This design comes from an exercise in tuning for a short achievable clock period and few clock cycles on the open sky130 flow, not from production work.
Function was checked by simulation only, so behaviour that the tests miss may differ from the original.
No activity file was given, so power comes from the tool's default toggle rates.

==> flow/config.mk <==
export PLATFORM = sky130hd
export DESIGN_NAME = riscv_core
export DESIGN_NICKNAME = riscv_core
export VERILOG_FILES = /design/flow/design.v
export SDC_FILE = /design/flow/constraint.sdc
export NUM_CORES = 4
export LEC_CHECK = 0
export CAP_MARGIN = 20
export CORE_MARGIN = 2
export CORE_UTILIZATION = 48
export PLACE_DENSITY = 0.6
export SETUP_SLACK_MARGIN = 3.0
export SLEW_MARGIN = 20
export SYNTH_HIERARCHICAL = 1
export SYNTH_MINIMUM_KEEP_SIZE = 0
export TNS_END_PERCENT = 30
==> flow/constraint.sdc <==
create_clock -name core_clock -period 5.5 [get_ports {clk}]
set_input_delay 1.1000 -clock core_clock [delete_from_list [all_inputs] [get_ports {clk}]]
set_output_delay 1.1000 -clock core_clock [all_outputs]
set_load 0.01 [all_outputs]
==> flow/design.v <==
package rv_pkg;
  typedef logic [31:0] data_t;
  typedef logic [31:0] addr_t;
  typedef logic [4:0]  reg_t;
  typedef enum logic [6:0] {
    OPC_OP     = 7'b0110011,
    OPC_OP_IMM = 7'b0010011,
    OPC_LUI    = 7'b0110111,
    OPC_LOAD   = 7'b0000011,
    OPC_STORE  = 7'b0100011,
    OPC_BRANCH = 7'b1100011,
    OPC_JAL    = 7'b1101111,
    OPC_SYSTEM = 7'b1110011
  } opcode_e;
  typedef enum logic [2:0] {
    ALU_ADD,
    ALU_SUB,
    ALU_AND,
    ALU_OR,
    ALU_XOR,
    ALU_SLT,
    ALU_PASS_B
  } alu_op_e;
  typedef enum logic [1:0] {
    MEM_NONE,
    MEM_LOAD,
    MEM_STORE
  } mem_op_e;
  typedef enum logic [1:0] {
    BR_NONE,
    BR_BEQ,
    BR_BNE,
    BR_JUMP
  } branch_e;
  localparam data_t NOP_INSN = 32'h0000_0013;  
  localparam data_t WFI_INSN = 32'h1050_0073;
  localparam logic [2:0] F3_ADD  = 3'b000;
  localparam logic [2:0] F3_SLT  = 3'b010;
  localparam logic [2:0] F3_XOR  = 3'b100;
  localparam logic [2:0] F3_OR   = 3'b110;
  localparam logic [2:0] F3_AND  = 3'b111;
  localparam logic [2:0] F3_WORD = 3'b010;  
  localparam logic [2:0] F3_BEQ  = 3'b000;
  localparam logic [2:0] F3_BNE  = 3'b001;
  localparam logic [6:0] F7_BASE = 7'b0000000;
  localparam logic [6:0] F7_SUB  = 7'b0100000;
endpackage
module pc_port_reg #(
  parameter rv_pkg::addr_t reset_pc = '0
) (
  input  logic          clk,
  input  logic          rst_n,
  input  logic          load,
  input  rv_pkg::addr_t d,
  output rv_pkg::addr_t q
);
  always_ff @(posedge clk or negedge rst_n) begin
    if (!rst_n) begin
      q <= reset_pc;
    end else if (load) begin
      q <= d;
    end
  end
endmodule
module q_port_reg (
  input  logic clk,
  input  logic rst_n,
  input  logic v_d,
  input  logic we_load,
  input  logic we_d,
  output logic v_q,
  output logic we_q
);
  always_ff @(posedge clk or negedge rst_n) begin
    if (!rst_n) v_q <= 1'b0;
    else        v_q <= v_d;
  end
  always_ff @(posedge clk) begin
    if (we_load) we_q <= we_d;
  end
endmodule
module tgt_add (
  input  logic [31:0] base,
  input  logic [31:0] imm_b,
  input  logic [31:0] imm_j,
  output logic [31:0] tgt_b,
  output logic [31:0] tgt_j
);
  logic [13:0] lo_b;
  logic [21:0] lo_j;
  logic [18:0] hb_p1, hb_nm1, hb_m1;
  logic [10:0] hj_p1, hj_nm1, hj_m1;
  ks_add #(.W(14)) lob_i (.a({1'b0, base[12:0]}), .b({1'b0, imm_b[12:0]}), .cin(1'b0), .sum(lo_b));
  ks_add #(.W(22)) loj_i (.a({1'b0, base[20:0]}), .b({1'b0, imm_j[20:0]}), .cin(1'b0), .sum(lo_j));
  ks_inc #(.W(19)) hbp_i (.a(base[31:13]),  .sum(hb_p1));
  ks_inc #(.W(19)) hbm_i (.a(~base[31:13]), .sum(hb_nm1));
  ks_inc #(.W(11)) hjp_i (.a(base[31:21]),  .sum(hj_p1));
  ks_inc #(.W(11)) hjm_i (.a(~base[31:21]), .sum(hj_nm1));
  assign hb_m1 = ~hb_nm1;
  assign hj_m1 = ~hj_nm1;
  assign tgt_b[12:0]  = lo_b[12:0];
  assign tgt_b[31:13] = imm_b[12] ? (lo_b[13] ? base[31:13] : hb_m1)
                                  : (lo_b[13] ? hb_p1       : base[31:13]);
  assign tgt_j[20:0]  = lo_j[20:0];
  assign tgt_j[31:21] = imm_j[20] ? (lo_j[21] ? base[31:21] : hj_m1)
                                  : (lo_j[21] ? hj_p1       : base[31:21]);
endmodule
module bht_lookup #(
  parameter int BH = 5
) (
  input  logic [BH-1:0]       idx,
  input  logic [(1<<BH)-1:0]  bv,
  input  logic [2*(1<<BH)-1:0] bc,
  input  logic                wr_en,
  input  logic [BH-1:0]       wr_idx,
  input  logic [1:0]          wr_c,
  output logic                v,
  output logic [1:0]          c
);
  always_comb begin
    if (wr_en && wr_idx == idx) begin
      v = 1'b1;
      c = wr_c;
    end else begin
      v = bv[idx];
      c = bc[2*idx +: 2];
    end
  end
endmodule
module rf_read_port (
  input  logic [4:0]  r,
  input  logic [1023:0] rf,    
  input  logic        wb_we,
  input  logic [4:0]  wb_rd,
  input  logic [31:0] wb_res,
  input  logic        ld_wr,
  input  logic [4:0]  ld_rd,
  input  logic [31:0] ld_data,
  output logic [31:0] v
);
  always_comb begin
    if (r == 5'd0)                 v = 32'd0;
    else if (wb_we && wb_rd == r)  v = wb_res;
    else if (ld_wr && ld_rd == r)  v = ld_data;
    else                           v = rf[32*r +: 32];
  end
endmodule
module rf_we_copy (
  input  logic        clk,
  input  logic        rst_n,
  input  logic [31:0] wb_d,
  input  logic        ld_upd,
  input  logic [31:0] ld_d,
  output logic [31:0] wb_q,
  output logic [31:0] ld_q
);
  always_ff @(posedge clk or negedge rst_n) begin
    if (!rst_n) wb_q <= '0;
    else        wb_q <= wb_d;
  end
  always_ff @(posedge clk) begin
    if (ld_upd) ld_q <= ld_d;
  end
endmodule
module ks_pg #(
  parameter int W = 32
) (
  input  logic [W-1:0] a,
  input  logic [W-1:0] b,
  output logic [W-1:0] g,
  output logic [W-1:0] t
);
  assign g = a & b;
  assign t = a | b;
endmodule
module ks_pfx #(
  parameter int W = 32
) (
  input  logic [W-1:0] g0,
  input  logic [W-1:0] t0,
  input  logic         cin,
  output logic [W-1:0] c       
);
  localparam int L = (W > 32) ? 6 : (W > 16) ? 5 : (W > 8) ? 4 : (W > 4) ? 3 : (W > 2) ? 2 : 1;
  logic [W-1:0] g [L+1];
  logic [W-1:0] p [L+1];
  always_comb begin
    g[0] = g0;
    p[0] = t0;
    g[0][0] = g0[0] | (t0[0] & cin);
    for (int l = 0; l < L; l++) begin
      for (int j = 0; j < W; j++) begin
        if (j >= (1 << l)) begin
          g[l+1][j] = g[l][j] | (p[l][j] & g[l][j - (1 << l)]);
          p[l+1][j] = p[l][j] & p[l][j - (1 << l)];
        end else begin
          g[l+1][j] = g[l][j];
          p[l+1][j] = p[l][j];
        end
      end
    end
    c[0] = cin;
    for (int j = 1; j < W; j++) c[j] = g[L][j-1];
  end
endmodule
module ks_sum #(
  parameter int W = 32
) (
  input  logic [W-1:0] g,
  input  logic [W-1:0] t,
  input  logic [W-1:0] c,
  output logic [W-1:0] sum
);
  assign sum = (t & ~g) ^ c;
endmodule
module ks_add #(
  parameter int W = 32
) (
  input  logic [W-1:0] a,
  input  logic [W-1:0] b,
  input  logic         cin,
  output logic [W-1:0] sum
);
  logic [W-1:0] g, t, c;
  ks_pg  #(.W(W)) pg_i  (.a(a), .b(b), .g(g), .t(t));
  ks_pfx #(.W(W)) pfx_i (.g0(g), .t0(t), .cin(cin), .c(c));
  ks_sum #(.W(W)) sum_i (.g(g), .t(t), .c(c), .sum(sum));
endmodule
module ks_and_pfx #(
  parameter int W = 32
) (
  input  logic [W-1:0] a,
  output logic [W-1:0] c       
);
  localparam int L = (W > 32) ? 6 : (W > 16) ? 5 : (W > 8) ? 4 : (W > 4) ? 3 : (W > 2) ? 2 : 1;
  logic [W-1:0] p [L+1];
  always_comb begin
    p[0] = a;
    for (int l = 0; l < L; l++) begin
      for (int j = 0; j < W; j++) begin
        if (j >= (1 << l)) p[l+1][j] = p[l][j] & p[l][j - (1 << l)];
        else               p[l+1][j] = p[l][j];
      end
    end
    c[0] = 1'b1;
    for (int j = 1; j < W; j++) c[j] = p[L][j-1];
  end
endmodule
module ks_xor #(
  parameter int W = 32
) (
  input  logic [W-1:0] a,
  input  logic [W-1:0] b,
  output logic [W-1:0] y
);
  assign y = a ^ b;
endmodule
module ks_inc #(
  parameter int W = 32
) (
  input  logic [W-1:0] a,
  output logic [W-1:0] sum
);
  logic [W-1:0] c;
  ks_and_pfx #(.W(W)) pfx_i (.a(a), .c(c));
  ks_xor     #(.W(W)) x_i   (.a(a), .b(c), .y(sum));
endmodule
module head_match (
  input  logic [4:0] r,
  input  logic       place0,
  input  logic       deq,
  input  logic       ex_load,
  input  logic [4:0] ex_rd,
  input  logic       qv1,
  input  logic       qwe1,
  input  logic [4:0] qrd1,
  input  logic       qv0,
  input  logic       qwe0,
  input  logic [4:0] qrd0,
  output logic       h
);
  always_comb begin
    if (place0)    h = ex_load & (ex_rd == r);
    else if (deq)  h = qv1 & ~qwe1 & (qrd1 == r);
    else           h = qv0 & ~qwe0 & (qrd0 == r);
  end
endmodule
module riscv_core #(
  parameter rv_pkg::addr_t reset_pc = '0
) (
  input  logic          clk,
  input  logic          rst_n,
  output rv_pkg::addr_t imem_addr,
  output logic          imem_valid,
  input  rv_pkg::data_t imem_data,
  output logic          dmem_valid,
  output logic          dmem_we,
  output rv_pkg::addr_t dmem_addr,
  output rv_pkg::data_t dmem_wdata,
  input  logic          dmem_ready,
  input  rv_pkg::data_t dmem_rdata,
  output logic          halted
);
  localparam int QN = 4;  
  localparam int BH = 5;  
  logic [31:0] pc;
  logic [31:0] pc4;       
  logic        id_valid;
  logic [31:0] id_insn;
  logic [31:0] id_pc;
  logic [31:0] id_alt;    
  logic        id_pred;
  logic        id_bv;
  logic [11:0] id_p;      
  logic [31:0] id_rf1, id_rf2;  
  logic [1:0]  id_bc;
  logic        ex_valid;
  logic [31:0] ex_a, ex_b, ex_sd, ex_alt;
  logic [4:0]  ex_rd;
  logic        ex_we;     
  logic        ex_load, ex_store, ex_br, ex_bne, ex_pred, ex_halt;
  logic        ex_s_add, ex_s_sub, ex_s_slt, ex_s_link;
  logic [3:1]  ex_k;      
  logic [BH-1:0] ex_idx;
  logic        ex_bv;
  logic [1:0]  ex_bc;
  logic        wb_we;
  logic [4:0]  wb_rd;
  logic [31:0] wb_res;
  logic        bu_valid;
  logic [BH-1:0] bu_idx;
  logic [1:0]  bu_bc;
  logic [31:0] rf [32];
  logic        bv [1<<BH];
  logic [1:0]  bc [1<<BH];
  logic        qv    [QN];
  logic        qwe   [QN];
  logic [31:0] qaddr [QN];
  logic [31:0] qdata [QN];
  logic [4:0]  qrd   [QN];
  logic        halt_pend;
  logic        deq, enq, ld_wr;
  logic        cv [QN];
  logic        place [QN];
  logic [31:0] sum, diff, ex_res;
  logic        slt, eq, taken, mispredict, ex_mem, flush;
  ks_add #(.W(32)) add_i (.a(ex_a), .b(ex_b),  .cin(1'b0), .sum(sum));
  logic [31:0] ndiff;
  ks_add #(.W(32)) sub_i (.a(~ex_a), .b(ex_b), .cin(1'b0), .sum(ndiff));
  assign diff = ~ndiff;
  assign slt  = (ex_a[31] != ex_b[31]) ? ex_a[31] : diff[31];
  logic [31:0] lres;
  always_comb begin
    for (int i = 0; i < 32; i++)
      lres[i] = ex_a[i] ? (ex_b[i] ? ex_k[3] : ex_k[2]) : (ex_b[i] ? ex_k[1] : 1'b0);
  end
  assign ex_res = ({32{ex_s_add}}  & sum)
                | ({32{ex_s_sub}}  & diff)
                | lres
                | ({31'b0, ex_s_slt & slt})
                | ({32{ex_s_link}} & ex_alt);
  assign eq         = (ex_a == ex_b);
  assign taken      = ex_bne ? ~eq : eq;
  assign mispredict = ex_valid & ex_br & (taken != ex_pred);
  assign ex_mem     = ex_load | ex_store;
  assign flush      = mispredict | (ex_valid & ex_halt) | halt_pend;
  always_ff @(posedge clk or negedge rst_n) begin
    if (!rst_n) begin
      wb_we <= 1'b0;
    end else begin
      wb_we <= ex_valid & ex_we;
    end
  end
  always_ff @(posedge clk) begin
    wb_rd  <= ex_rd;
    wb_res <= ex_res;
  end
  logic [6:0]  opc, f7;
  logic [2:0]  f3;
  logic [4:0]  rs1, rs2, rd;
  logic [31:0] imm_i, imm_s, imm_u;
  logic        d_op, d_opi, d_lui, d_load, d_store, d_br, d_jal, d_legal;
  logic        use1, use2, b_rs2, d_writes;
  logic [31:0] rf1, rf2, rd1, rd2, imm_sel;
  logic        fwd1, fwd2, wfw1, wfw2, haz, stall_id;
  assign opc = id_insn[6:0];
  assign f3  = id_insn[14:12];
  assign f7  = id_insn[31:25];
  assign rs1 = id_insn[19:15];
  assign rs2 = id_insn[24:20];
  assign rd  = id_insn[11:7];
  assign imm_i = {{20{id_insn[31]}}, id_insn[31:20]};
  assign imm_s = {{20{id_insn[31]}}, id_insn[31:25], id_insn[11:7]};
  assign imm_u = {id_insn[31:12], 12'b0};
  assign d_op     = id_p[0];
  assign d_opi    = id_p[1];
  assign d_lui    = id_p[2];
  assign d_load   = id_p[3];
  assign d_store  = id_p[4];
  assign d_br     = id_p[5];
  assign d_jal    = id_p[6];
  assign d_legal  = id_p[7];
  assign use1     = id_p[8];
  assign use2     = id_p[9];
  assign b_rs2    = id_p[10];
  assign d_writes = id_p[11];
  assign imm_sel = d_lui ? imm_u : (d_store ? imm_s : imm_i);
  assign rf1 = id_rf1;
  assign rf2 = id_rf2;
  assign fwd1 = ex_valid & ex_we & (ex_rd == rs1);
  assign fwd2 = ex_valid & ex_we & (ex_rd == rs2);
  assign wfw1 = wb_we & (wb_rd == rs1);
  assign wfw2 = wb_we & (wb_rd == rs2);
  assign rd1  = wfw1 ? wb_res : rf1;
  assign rd2  = wfw2 ? wb_res : rf2;
  logic [31:0] lp, lp_next;
  logic        id_p1, id_p2, id_pd;
  logic        ex_ldw, deq_ld, head1, head2, headd, exl1, exl2, exld, ld_byp1, ld_byp2;
  assign ex_ldw = ex_valid & ex_load & (ex_rd != 5'd0);
  assign deq_ld = deq & ~qwe[0];
  always_comb begin
    lp_next[0] = 1'b0;
    for (int r = 1; r < 32; r++)
      lp_next[r] = (lp[r] & ~(deq_ld & (qrd[0] == 5'(r)))) | (ex_ldw & (ex_rd == 5'(r)));
  end
  always_ff @(posedge clk or negedge rst_n) begin
    if (!rst_n) lp <= '0;
    else        lp <= lp_next;
  end
  assign exl1  = ex_ldw & (ex_rd == rs1);
  assign exl2  = ex_ldw & (ex_rd == rs2);
  assign exld  = ex_ldw & (ex_rd == rd);
  logic       id_h1, id_h2, id_hd;
  assign head1 = id_h1;
  assign head2 = id_h2;
  assign headd = id_hd;
  logic hn_f1, hn_f2, hn_fd, hn_h1, hn_h2, hn_hd;
  head_match hm_f1_i (.r(f_insn[19:15]), .place0(place[0]), .deq(deq), .ex_load(ex_load), .ex_rd(ex_rd),
                      .qv1(qv[1]), .qwe1(qwe[1]), .qrd1(qrd[1]), .qv0(qv[0]), .qwe0(qwe[0]), .qrd0(qrd[0]), .h(hn_f1));
  head_match hm_f2_i (.r(f_insn[24:20]), .place0(place[0]), .deq(deq), .ex_load(ex_load), .ex_rd(ex_rd),
                      .qv1(qv[1]), .qwe1(qwe[1]), .qrd1(qrd[1]), .qv0(qv[0]), .qwe0(qwe[0]), .qrd0(qrd[0]), .h(hn_f2));
  head_match hm_fd_i (.r(f_insn[11:7]), .place0(place[0]), .deq(deq), .ex_load(ex_load), .ex_rd(ex_rd),
                      .qv1(qv[1]), .qwe1(qwe[1]), .qrd1(qrd[1]), .qv0(qv[0]), .qwe0(qwe[0]), .qrd0(qrd[0]), .h(hn_fd));
  head_match hm_h1_i (.r(rs1), .place0(place[0]), .deq(deq), .ex_load(ex_load), .ex_rd(ex_rd),
                      .qv1(qv[1]), .qwe1(qwe[1]), .qrd1(qrd[1]), .qv0(qv[0]), .qwe0(qwe[0]), .qrd0(qrd[0]), .h(hn_h1));
  head_match hm_h2_i (.r(rs2), .place0(place[0]), .deq(deq), .ex_load(ex_load), .ex_rd(ex_rd),
                      .qv1(qv[1]), .qwe1(qwe[1]), .qrd1(qrd[1]), .qv0(qv[0]), .qwe0(qwe[0]), .qrd0(qrd[0]), .h(hn_h2));
  head_match hm_hd_i (.r(rd), .place0(place[0]), .deq(deq), .ex_load(ex_load), .ex_rd(ex_rd),
                      .qv1(qv[1]), .qwe1(qwe[1]), .qrd1(qrd[1]), .qv0(qv[0]), .qwe0(qwe[0]), .qrd0(qrd[0]), .h(hn_hd));
  always_ff @(posedge clk) begin
    if (stall_id) begin
      id_h1 <= hn_h1 & (rs1 != 5'd0);
      id_h2 <= hn_h2 & (rs2 != 5'd0);
      id_hd <= hn_hd;
    end else begin
      id_h1 <= hn_f1 & (f_insn[19:15] != 5'd0);
      id_h2 <= hn_f2 & (f_insn[24:20] != 5'd0);
      id_hd <= hn_fd;
    end
  end
  assign ld_byp1 = head1 & dmem_ready;
  assign ld_byp2 = head2 & dmem_ready;
  assign haz = id_valid & ((use1 & (exl1 | (id_p1 & ~ld_byp1))) |
                           (use2 & (exl2 | (id_p2 & ~ld_byp2))) |
                           (d_writes & (exld | (id_pd & ~(headd & dmem_ready)))));
  logic q_room;
  assign q_room   = ~qv[QN-1] & ~(qv[QN-2] & ex_valid & ex_mem);
  assign stall_id = haz | (id_valid & (d_load | d_store) & ~q_room);
  logic [31:0] f_insn, f_imm_b, f_imm_j, f_tgt_b, f_tgt_j, f_target, f_pc4, f_next;
  logic        f_jal, f_br, f_same, f_pred, f_hist, f_bv;
  logic [1:0]  f_bc;
  logic [BH-1:0] f_idx;
  assign f_insn  = imem_data;
  logic [11:0] p_dec;
  logic [2:0]  p_f3;
  logic [6:0]  p_f7;
  logic        p_op, p_opi, p_lui, p_load, p_store, p_br, p_jal, p_alu_ok;
  assign p_f3  = f_insn[14:12];
  assign p_f7  = f_insn[31:25];
  assign p_op    = (f_insn[6:0] == 7'b0110011);
  assign p_opi   = (f_insn[6:0] == 7'b0010011);
  assign p_lui   = (f_insn[6:0] == 7'b0110111);
  assign p_load  = (f_insn[6:0] == 7'b0000011);
  assign p_store = (f_insn[6:0] == 7'b0100011);
  assign p_br    = (f_insn[6:0] == 7'b1100011);
  assign p_jal   = (f_insn[6:0] == 7'b1101111);
  assign p_alu_ok = (p_f3 == 3'b000) || (p_f3 == 3'b010) || (p_f3 == 3'b100) ||
                    (p_f3 == 3'b110) || (p_f3 == 3'b111);
  assign p_dec[0]  = p_op;
  assign p_dec[1]  = p_opi;
  assign p_dec[2]  = p_lui;
  assign p_dec[3]  = p_load;
  assign p_dec[4]  = p_store;
  assign p_dec[5]  = p_br;
  assign p_dec[6]  = p_jal;
  assign p_dec[7]  = (p_op && ((p_f7 == 7'b0000000 && p_alu_ok) || (p_f7 == 7'b0100000 && p_f3 == 3'b000)))
                  || (p_opi && p_alu_ok)
                  || p_lui
                  || ((p_load || p_store) && p_f3 == 3'b010)
                  || (p_br && p_f3[2:1] == 2'b00)
                  || p_jal;
  assign p_dec[8]  = p_op | p_opi | p_load | p_store | p_br;
  assign p_dec[9]  = p_op | p_store | p_br;
  assign p_dec[10] = p_op | p_br;
  assign p_dec[11] = (p_op | p_opi | p_lui | p_load | p_jal) && (f_insn[11:7] != 5'd0);
  assign f_jal   = (f_insn[6:0] == 7'b1101111);
  assign f_br    = (f_insn[6:0] == 7'b1100011);
  assign f_same  = (f_insn[19:15] == f_insn[24:20]);
  logic          pb_v;
  logic [1:0]    pb_c;
  assign f_idx   = pc[BH+1:2];
  assign f_bv    = pb_v;
  assign f_bc    = pb_c;
  assign f_hist  = f_bv ? f_bc[1] : f_insn[31];
  assign f_pred  = f_jal | (f_br & (f_same ? ~f_insn[12] : f_hist));
  assign f_imm_j = {{11{f_insn[31]}}, f_insn[31], f_insn[19:12], f_insn[20], f_insn[30:21], 1'b0};
  assign f_imm_b = {{19{f_insn[31]}}, f_insn[31], f_insn[7], f_insn[30:25], f_insn[11:8], 1'b0};
  logic [31:0] f_tgt4_b, f_tgt4_j, pc4_d, ex_alt4, pc8;
  tgt_add tgt_i  (.base(pc),   .imm_b(f_imm_b), .imm_j(f_imm_j), .tgt_b(f_tgt_b),  .tgt_j(f_tgt_j));
  tgt_add tgt4_i (.base(pc4),  .imm_b(f_imm_b), .imm_j(f_imm_j), .tgt_b(f_tgt4_b), .tgt_j(f_tgt4_j));
  ks_inc #(.W(30)) inc8_i  (.a(pc4[31:2]),    .sum(pc8[31:2]));
  ks_inc #(.W(30)) inca_i  (.a(ex_alt[31:2]), .sum(ex_alt4[31:2]));
  assign pc8[1:0]     = pc4[1:0];
  assign ex_alt4[1:0] = ex_alt[1:0];
  assign f_pc4        = pc4;
  assign f_target   = f_jal ? f_tgt_j : f_tgt_b;
  assign f_next     = f_pred ? f_target : f_pc4;
  assign imem_valid = ~halted;
  logic        pc_load;
  logic [31:0] pc_d;
  assign pc_load = mispredict | ~(flush | stall_id);
  assign pc_d    = mispredict ? ex_alt : f_next;
  always_comb begin
    if (mispredict)   pc4_d = ex_alt4;
    else if (!f_pred) pc4_d = pc8;
    else if (f_jal)   pc4_d = f_tgt4_j;
    else              pc4_d = f_tgt4_b;
  end
  always_ff @(posedge clk or negedge rst_n) begin
    if (!rst_n) begin
      pc  <= reset_pc;
      pc4 <= reset_pc + 32'd4;
    end else if (pc_load) begin
      pc  <= pc_d;
      pc4 <= pc4_d;
    end
  end
  logic [(1<<BH)-1:0]   bv_flat;
  logic [2*(1<<BH)-1:0] bc_flat;
  always_comb begin
    for (int i = 0; i < (1<<BH); i++) begin
      bv_flat[i]       = bv[i];
      bc_flat[2*i +: 2] = bc[i];
    end
  end
  logic       lk_alt_v, lk_tb_v, lk_tj_v, lk_p4_v, lk_hold_v, pb_v_d;
  logic [1:0] lk_alt_c, lk_tb_c, lk_tj_c, lk_p4_c, lk_hold_c, pb_c_d;
  bht_lookup #(.BH(BH)) lk_alt_i (.idx(ex_alt[BH+1:2]), .bv(bv_flat), .bc(bc_flat), .wr_en(bu_valid),
                                  .wr_idx(bu_idx), .wr_c(bu_bc), .v(lk_alt_v), .c(lk_alt_c));
  bht_lookup #(.BH(BH)) lk_tb_i  (.idx(f_tgt_b[BH+1:2]), .bv(bv_flat), .bc(bc_flat), .wr_en(bu_valid),
                                  .wr_idx(bu_idx), .wr_c(bu_bc), .v(lk_tb_v), .c(lk_tb_c));
  bht_lookup #(.BH(BH)) lk_tj_i  (.idx(f_tgt_j[BH+1:2]), .bv(bv_flat), .bc(bc_flat), .wr_en(bu_valid),
                                  .wr_idx(bu_idx), .wr_c(bu_bc), .v(lk_tj_v), .c(lk_tj_c));
  bht_lookup #(.BH(BH)) lk_p4_i  (.idx(f_pc4[BH+1:2]), .bv(bv_flat), .bc(bc_flat), .wr_en(bu_valid),
                                  .wr_idx(bu_idx), .wr_c(bu_bc), .v(lk_p4_v), .c(lk_p4_c));
  assign lk_hold_v = (bu_valid && bu_idx == f_idx) ? 1'b1  : pb_v;
  assign lk_hold_c = (bu_valid && bu_idx == f_idx) ? bu_bc : pb_c;
  always_comb begin
    if (!pc_load)        begin pb_v_d = lk_hold_v; pb_c_d = lk_hold_c; end
    else if (mispredict) begin pb_v_d = lk_alt_v;  pb_c_d = lk_alt_c;  end
    else if (!f_pred)    begin pb_v_d = lk_p4_v;   pb_c_d = lk_p4_c;   end
    else if (f_jal)      begin pb_v_d = lk_tj_v;   pb_c_d = lk_tj_c;   end
    else                 begin pb_v_d = lk_tb_v;   pb_c_d = lk_tb_c;   end
  end
  always_ff @(posedge clk or negedge rst_n) begin
    if (!rst_n) begin
      pb_v <= 1'b0;
      pb_c <= 2'b00;
    end else begin
      pb_v <= pb_v_d;
      pb_c <= pb_c_d;
    end
  end
  pc_port_reg #(.reset_pc(reset_pc)) pc_port_i (
    .clk(clk), .rst_n(rst_n), .load(pc_load), .d(pc_d), .q(imem_addr)
  );
  always_ff @(posedge clk or negedge rst_n) begin
    if (!rst_n) begin
      id_valid <= 1'b0;
    end else if (flush) begin
      id_valid <= 1'b0;
    end else if (!stall_id) begin
      id_valid <= 1'b1;
    end
  end
  logic [31:0] rdf1, rdf2, rdh1, rdh2;
  logic [1023:0] rf_flat;
  always_comb begin
    for (int i = 0; i < 32; i++) rf_flat[32*i +: 32] = rf[i];
  end
  rf_read_port rpf1_i (.r(f_insn[19:15]), .rf(rf_flat), .wb_we(wb_we), .wb_rd(wb_rd), .wb_res(wb_res),
                       .ld_wr(ld_wr), .ld_rd(qrd[0]), .ld_data(dmem_rdata), .v(rdf1));
  rf_read_port rpf2_i (.r(f_insn[24:20]), .rf(rf_flat), .wb_we(wb_we), .wb_rd(wb_rd), .wb_res(wb_res),
                       .ld_wr(ld_wr), .ld_rd(qrd[0]), .ld_data(dmem_rdata), .v(rdf2));
  assign rdh1 = (rs1 == 5'd0)                  ? 32'd0 :
                (wb_we && wb_rd == rs1)        ? wb_res :
                (ld_wr && qrd[0] == rs1)       ? dmem_rdata : id_rf1;
  assign rdh2 = (rs2 == 5'd0)                  ? 32'd0 :
                (wb_we && wb_rd == rs2)        ? wb_res :
                (ld_wr && qrd[0] == rs2)       ? dmem_rdata : id_rf2;
  always_ff @(posedge clk) begin
    id_rf1 <= stall_id ? rdh1 : rdf1;
    id_rf2 <= stall_id ? rdh2 : rdf2;
  end
  always_ff @(posedge clk) begin
    if (!stall_id) begin
      id_p1 <= lp_next[f_insn[19:15]];
      id_p2 <= lp_next[f_insn[24:20]];
      id_pd <= lp_next[f_insn[11:7]];
    end else begin
      id_p1 <= lp_next[rs1];
      id_p2 <= lp_next[rs2];
      id_pd <= lp_next[rd];
    end
  end
  always_ff @(posedge clk) begin
    if (!stall_id) begin
      id_insn <= f_insn;
      id_p    <= p_dec;
      id_pc   <= pc;
      id_pred <= f_pred;
      id_alt  <= f_pred ? f_pc4 : f_target;
      id_bv   <= f_bv;
      id_bc   <= f_bc;
    end
  end
  always_ff @(posedge clk or negedge rst_n) begin
    if (!rst_n) begin
      ex_valid <= 1'b0;
    end else begin
      ex_valid <= id_valid & ~stall_id & ~flush;
    end
  end
  always_ff @(posedge clk) begin
    ex_a      <= fwd1 ? ex_res : (ld_byp1 ? dmem_rdata : rd1);
    ex_sd     <= fwd2 ? ex_res : (ld_byp2 ? dmem_rdata : rd2);
    ex_b      <= (b_rs2 & fwd2) ? ex_res : (b_rs2 ? (ld_byp2 ? dmem_rdata : rd2) : imm_sel);
    ex_alt    <= id_alt;
    ex_idx    <= id_pc[BH+1:2];
    ex_bv     <= id_bv;
    ex_bc     <= id_bc;
    ex_rd     <= rd;
    ex_we     <= d_legal & d_writes & ~d_load;
    ex_load   <= d_legal & d_load;
    ex_store  <= d_legal & d_store;
    ex_br     <= d_legal & d_br;
    ex_bne    <= f3[0];
    ex_pred   <= id_pred;
    ex_halt   <= ~d_legal;
    ex_s_add  <= d_load | d_store | ((d_op | d_opi) & f3 == 3'b000 & ~(d_op & f7[5]));
    ex_s_sub  <= d_op & f3 == 3'b000 & f7[5];
    ex_s_slt  <= (d_op | d_opi) & f3 == 3'b010;
    ex_k[3]   <= ((d_op | d_opi) & (f3 == 3'b111 | f3 == 3'b110)) | d_lui;
    ex_k[2]   <= (d_op | d_opi) & (f3 == 3'b110 | f3 == 3'b100);
    ex_k[1]   <= ((d_op | d_opi) & (f3 == 3'b110 | f3 == 3'b100)) | d_lui;
    ex_s_link <= d_jal;
  end
  always_ff @(posedge clk or negedge rst_n) begin
    if (!rst_n) begin
      bu_valid <= 1'b0;
    end else begin
      bu_valid <= ex_valid & ex_br;
    end
  end
  always_ff @(posedge clk) begin
    bu_idx <= ex_idx;
    if (!ex_bv)                       bu_bc <= taken ? 2'b11 : 2'b00;
    else if (taken && ex_bc != 2'b11)  bu_bc <= ex_bc + 2'b01;
    else if (!taken && ex_bc != 2'b00) bu_bc <= ex_bc - 2'b01;
    else                               bu_bc <= ex_bc;
  end
  always_ff @(posedge clk or negedge rst_n) begin
    if (!rst_n) begin
      for (int i = 0; i < (1<<BH); i++) begin
        bv[i] <= 1'b0;
        bc[i] <= 2'b00;
      end
    end else if (bu_valid) begin
      bv[bu_idx] <= 1'b1;
      bc[bu_idx] <= bu_bc;
    end
  end
  assign deq = qv[0] & dmem_ready;
  assign enq = ex_valid & ex_mem;
  always_comb begin
    for (int i = 0; i < QN; i++) begin
      if (i == QN - 1) cv[i] = deq ? 1'b0 : qv[i];
      else             cv[i] = deq ? qv[i+1] : qv[i];
    end
    for (int i = 0; i < QN; i++) begin
      if (i == 0) place[i] = enq & ~cv[0];
      else        place[i] = enq & ~cv[i] & cv[i-1];
    end
  end
  always_ff @(posedge clk or negedge rst_n) begin
    if (!rst_n) begin
      for (int i = 0; i < QN; i++) qv[i] <= 1'b0;
    end else begin
      for (int i = 0; i < QN; i++) qv[i] <= cv[i] | place[i];
    end
  end
  always_ff @(posedge clk) begin
    for (int i = 0; i < QN; i++) begin
      if (place[i]) begin
        qwe[i]   <= ex_store;
        qaddr[i] <= sum;
        qdata[i] <= ex_sd;
        qrd[i]   <= ex_rd;
      end else if (deq && i < QN - 1) begin
        qwe[i]   <= qwe[i+1];
        qaddr[i] <= qaddr[i+1];
        qdata[i] <= qdata[i+1];
        qrd[i]   <= qrd[i+1];
      end
    end
  end
  q_port_reg q_port_i (
    .clk(clk), .rst_n(rst_n),
    .v_d(cv[0] | place[0]),
    .we_load(place[0] | deq), .we_d(place[0] ? ex_store : qwe[1]),
    .v_q(dmem_valid), .we_q(dmem_we)
  );
  assign dmem_addr  = qaddr[0];
  assign dmem_wdata = qdata[0];
  assign ld_wr = deq & ~qwe[0];
  logic [31:0] wb_dec, ld_dec, wb_lo, ld_lo, wb_hi, ld_hi;
  logic        ld_upd;
  always_comb begin
    for (int i = 0; i < 32; i++) begin
      wb_dec[i] = ex_valid & ex_we & (ex_rd == 5'(i));
      ld_dec[i] = place[0] ? (ex_load & (ex_rd == 5'(i))) : (~qwe[1] & (qrd[1] == 5'(i)));
    end
  end
  assign ld_upd = place[0] | deq;
  rf_we_copy we_lo_i (.clk(clk), .rst_n(rst_n), .wb_d(wb_dec), .ld_upd(ld_upd), .ld_d(ld_dec),
                      .wb_q(wb_lo), .ld_q(ld_lo));
  rf_we_copy we_hi_i (.clk(clk), .rst_n(rst_n), .wb_d(wb_dec), .ld_upd(ld_upd), .ld_d(ld_dec),
                      .wb_q(wb_hi), .ld_q(ld_hi));
  always_ff @(posedge clk or negedge rst_n) begin
    if (!rst_n) begin
      for (int i = 0; i < 32; i++) rf[i] <= 32'd0;
    end else begin
      for (int i = 1; i < 32; i++) begin
        if (wb_lo[i])              rf[i][15:0] <= wb_res[15:0];
        else if (deq && ld_lo[i])  rf[i][15:0] <= dmem_rdata[15:0];
        if (wb_hi[i])              rf[i][31:16] <= wb_res[31:16];
        else if (deq && ld_hi[i])  rf[i][31:16] <= dmem_rdata[31:16];
      end
    end
  end
  logic halt_now;
  assign halt_now = halt_pend | (ex_valid & ex_halt);
  always_ff @(posedge clk or negedge rst_n) begin
    if (!rst_n) begin
      halt_pend <= 1'b0;
      halted    <= 1'b0;
    end else begin
      halt_pend <= halt_now;
      if (halt_now && !cv[0]) halted <= 1'b1;
    end
  end
endmodule
==> flow/flow/run.sh <==
#!/bin/bash
# The standard layout (standard.sh), with two changes to how it is made:
#  - synthesis maps the logic with ABC's delay-oriented 'map' command
#    (flow/abc_speed.script) instead of the default &nf script; registers are
#    mapped exactly as in the standard synthesis (dfflibmap runs before ABC);
#  - port buffers are sky130_fd_sc_hd__buf_4 instead of the delay cell
#    buffer_ports picks by default.
set -euo pipefail
W=$PWD
rm -rf "$W/scripts_own"
cp -r "$FLOW_HOME/scripts" "$W/scripts_own"
cp "$W/flow/abc_speed.script" "$W/scripts_own/abc_speed.script"
export SCRIPTS_DIR="$W/scripts_own"
export BUFFER_PORTS_ARGS="-buffer_cell sky130_fd_sc_hd__buf_4"
bash standard.sh synth > "$W/synth.log" 2>&1
bash standard.sh > "$W/layout.log" 2>&1
==> flow/flow/abc_speed.script <==
strash
dch
map -B 0.9
topo
buffer -c
topo
upsize -c
dnsize -c
==> flow/standard.sh <==
#!/bin/bash
# synth_recipe.tcl (not shown) runs the flow's synth.tcl, then flattens the netlist and writes it again
# the make line also repeats each setting of config.mk as NAME=value (left out here)
make -C /OpenROAD-flow-scripts/flow DESIGN_CONFIG=/design/flow/config.mk WORK_HOME=/design/flow/orfs CLKGATE_MAP_FILE= SYNTH_SCRIPT=/design/flow/synth_recipe.tcl "${@:-finish}"
==> impl_metrics.tcl <==
set metrics [dict create \
    outcome "complete, no violations" \
    fmax_mhz 338 \
    critical_path_buf_inv_count 3 \
    startpoint_type "flop" \
    initial_core_util 0.482 \
    met1Wirelength_um 245000 \
    internal_power_mw 37.6 \
    skew_ns 0.0955 \
    period_needed_ns 2.96 \
    timing.final.max_slew_violations 0 \
    synthCells 22100 \
    critPathMaxStageDelay_ns 0.60 \
    die_w_um 539 \
    rsz0062_at_grt "true" \
    highest_layer "met5" \
    combPwrFrac 0.416 \
    cts.htree.levels 4 \
    grt_use_total 0.435 \
    rows 196 \
    netSwitchingPower_mw 28.2 \
    fp.dieH_um 539 \
    crit_slowest_cell "o22ai_1" \
    cts.clk_slew.worst_paths_ns 0.06 \
    slew-limit-headroom 0.128 \
    dpl.hpwl_um 402000 \
    cp_data_arrival_time_ns 3.64 \
    num_io_pins 167 \
    powerDensity_nw_per_um2 405 \
    clkLatencyLatePin_ns 1.00 \
    io_buffers 166 \
    dr.pass1.iters 13 \
    drc_errors 0 \
    required_ns 6.18 \
    peakVddDrop_mv 0.327 \
    grt_pass1_wl_um 948000 \
    synthToLayoutAreaGrowth_pct 18.1 \
    power.leakage_nw 80.2 \
    p_clk_frac 0.247 \
    grt_start_max_net_pins 126 \
    drive_above_1_share 0.139 \
    hold_viol 0 \
    fin_tns_setup_ns 0 \
    wl_met2_um 276000 \
    cap_violations 0 \
    fp.coreArea_sq_um 285000 \
    swShare 0.429 \
    setup_violations 0 \
    drt_iter0_markers 22000 \
    post-route-util 0.569 \
    gp_congestion 1.03 \
    final_cell_mix "nand2_1 (8475), inv_1 (2182), nor2_1 (1975)" \
    clockBufferDepth 4 \
    syn_area_per_cell_sq_um 6.23 \
    grt_pass1_vias 138000 \
    fin_crit_sh 0.538 \
    hold_class "in -> async" \
    crit_path_end_kind "flop" \
    nets 22200 \
    met3_length_um 81700 \
    die_area_sq_um 291000 \
    tightest_slew_ns 1.30 \
    clockRootBuffer "clkbuf_16" \
    fillers 28000 \
    critical_path_class "reg -> reg" \
    cp_max_fo 15 \
    ant_nets 0 \
    yosys_warnings 48 \
    cts.sinks 1981 \
    syn_area_sq_um 138000 \
    antenna_found_initial 38 \
    cts_made_buffers 230 \
    cpLargestDelayFamily "simple AND/OR/NAND/NOR gates" \
    grt_overflow 0 \
    seqPwrFrac 0.337 \
    layout_commonest_cell "nand2_1" \
    viasPerCell 5.88 \
    cts_tree "yes" \
    wl_per_cell_um 25.4 \
    path_cells "nand2_2, buf_8, nand2_4, nand2_4, inv_1, nor3_2, inv_1, o22ai_1" \
    drt-total-wl_um 662000 \
    vias 154000 \
]
-- worst paths after layout --
kind	end	cells past startpoint	start	slack, ns
max	we_hi_i.ld_q[6]	8	ex_valid	2.54
min	rf[7][3]	1	rst_n	0.04
max reg2reg	we_hi_i.ld_q[6]	8	ex_valid	2.54
min reg2reg	ex_alt[21]	0	id_alt[21]	0.31
max in group asynchronous	pc[20]	2	rst_n	3.96
min in group core_clock	ex_alt[21]	0	id_alt[21]	0.31
-- state kept, by name, summed over array words and instances, names as in the netlist, 32 cells and up --
| name | cells |
|---|---|
| rf | 992 |
| qaddr | 128 |
| qdata | 128 |
| bc | 64 |
| bv | 32 |
| ex_a | 32 |
| ex_alt | 32 |
| ex_b | 32 |
| ex_sd | 32 |
| id_alt | 32 |
| id_rf1 | 32 |
| id_rf2 | 32 |
| pc4 | 32 |
| pc | 32 |
| pc_port_i.q | 32 |
| wb_res | 32 |
-- through the flow --
stage	total power [mW]	std cells	area, sq um	worst slack [ns]	hold WS (ns)
floorplan	36.9	22200	138000	2.34	0.310
global placement	43.8	25000	141000	1.03	0.311
detailed placement	44.1	25000	141000	0.996	0.312
CTS	63.7	25900	159000	2.60	0.0753
global route	69.1	26100	162000	2.56	0.0708
finish	65.8	26100	162000	2.54	0.0409
-- area by class of cell --
cell class | instances | area [sq um] | share of cell area
repair buffers | 1102 | 12500 | 0.0770
clock buffers | 336 | 6700 | 0.0413
clock inverters | 96 | 1080 | 0.00667
multi-input cells | 16300 | 76000 | 0.468
flip-flops and latches | 1981 | 51300 | 0.316
repair inverters | 30 | 357 | 0.00220
well taps | 3762 | 4710 | 0.0290
inverters | 2451 | 9700 | 0.0597
diodes | 37 | 92.6 | 0.000570
-- routing by layer --
| metal | vias up | track usage |
|---|---|---|
| li1 | 69900 | - |
| met1 | 71000 | 0.550 |
| met2 | 10100 | 0.640 |
| met3 | 2515 | 0.114 |
| met4 | 34 | 0.317 |
| met5 | - | 0 |
-- timing repair --
action / CTS / global route
setup buffers: 393 / 149
cloned: 105 / 16
hold buffers: 0 / 0
pin swaps: 262 / 279
resized for setup: 1427 / 621
hold endpoints to repair: 0 / 0
setup endpoints to repair: 1853 / 1314
-- power by group through the flow --
stage	combinational (mW)	clock, mW	sequential, mW
floorplan	15.8	0	21.1
global placement	21.5	0	22.3
detailed placement	21.8	0	22.4
CTS	25.4	16.3	22.0
global route	29.7	16.9	22.6
finish	27.3	16.3	22.2
Testbench counts, summed over its fixed seeds: cycles 21,875.

-- separate check: timing with driven ports --
No port has a modelled driver above. Below, the same layout with a new extraction and two added sets of constraints.
Step 1: set_driving_cell puts a clkbuf_16 on clk and a buf_2 on each other input, an assumption about the parent block.
Step 2 adds t to the input delays and takes it off the output delays; t is the mean of the earliest and latest rising clock arrival at the registers after step 1. Input paths then give back, and output paths get back, about the clock's delay inside the block.
Slacks: ideal ports / drivers / drivers and shift; pairs: ideal ports / drivers.
t (ns): 1.077
slack for setup (ns): 2.540 / 2.462 / 1.385
hold slack, ns: 0.041 / 0.014 / 0.313
worst data-port slew with drivers (ns): 0.50
After both steps setup and hold are still met in this run. For this run, drivers alone change the setup slack by -0.078 ns; drivers and shift together by -1.155 ns.
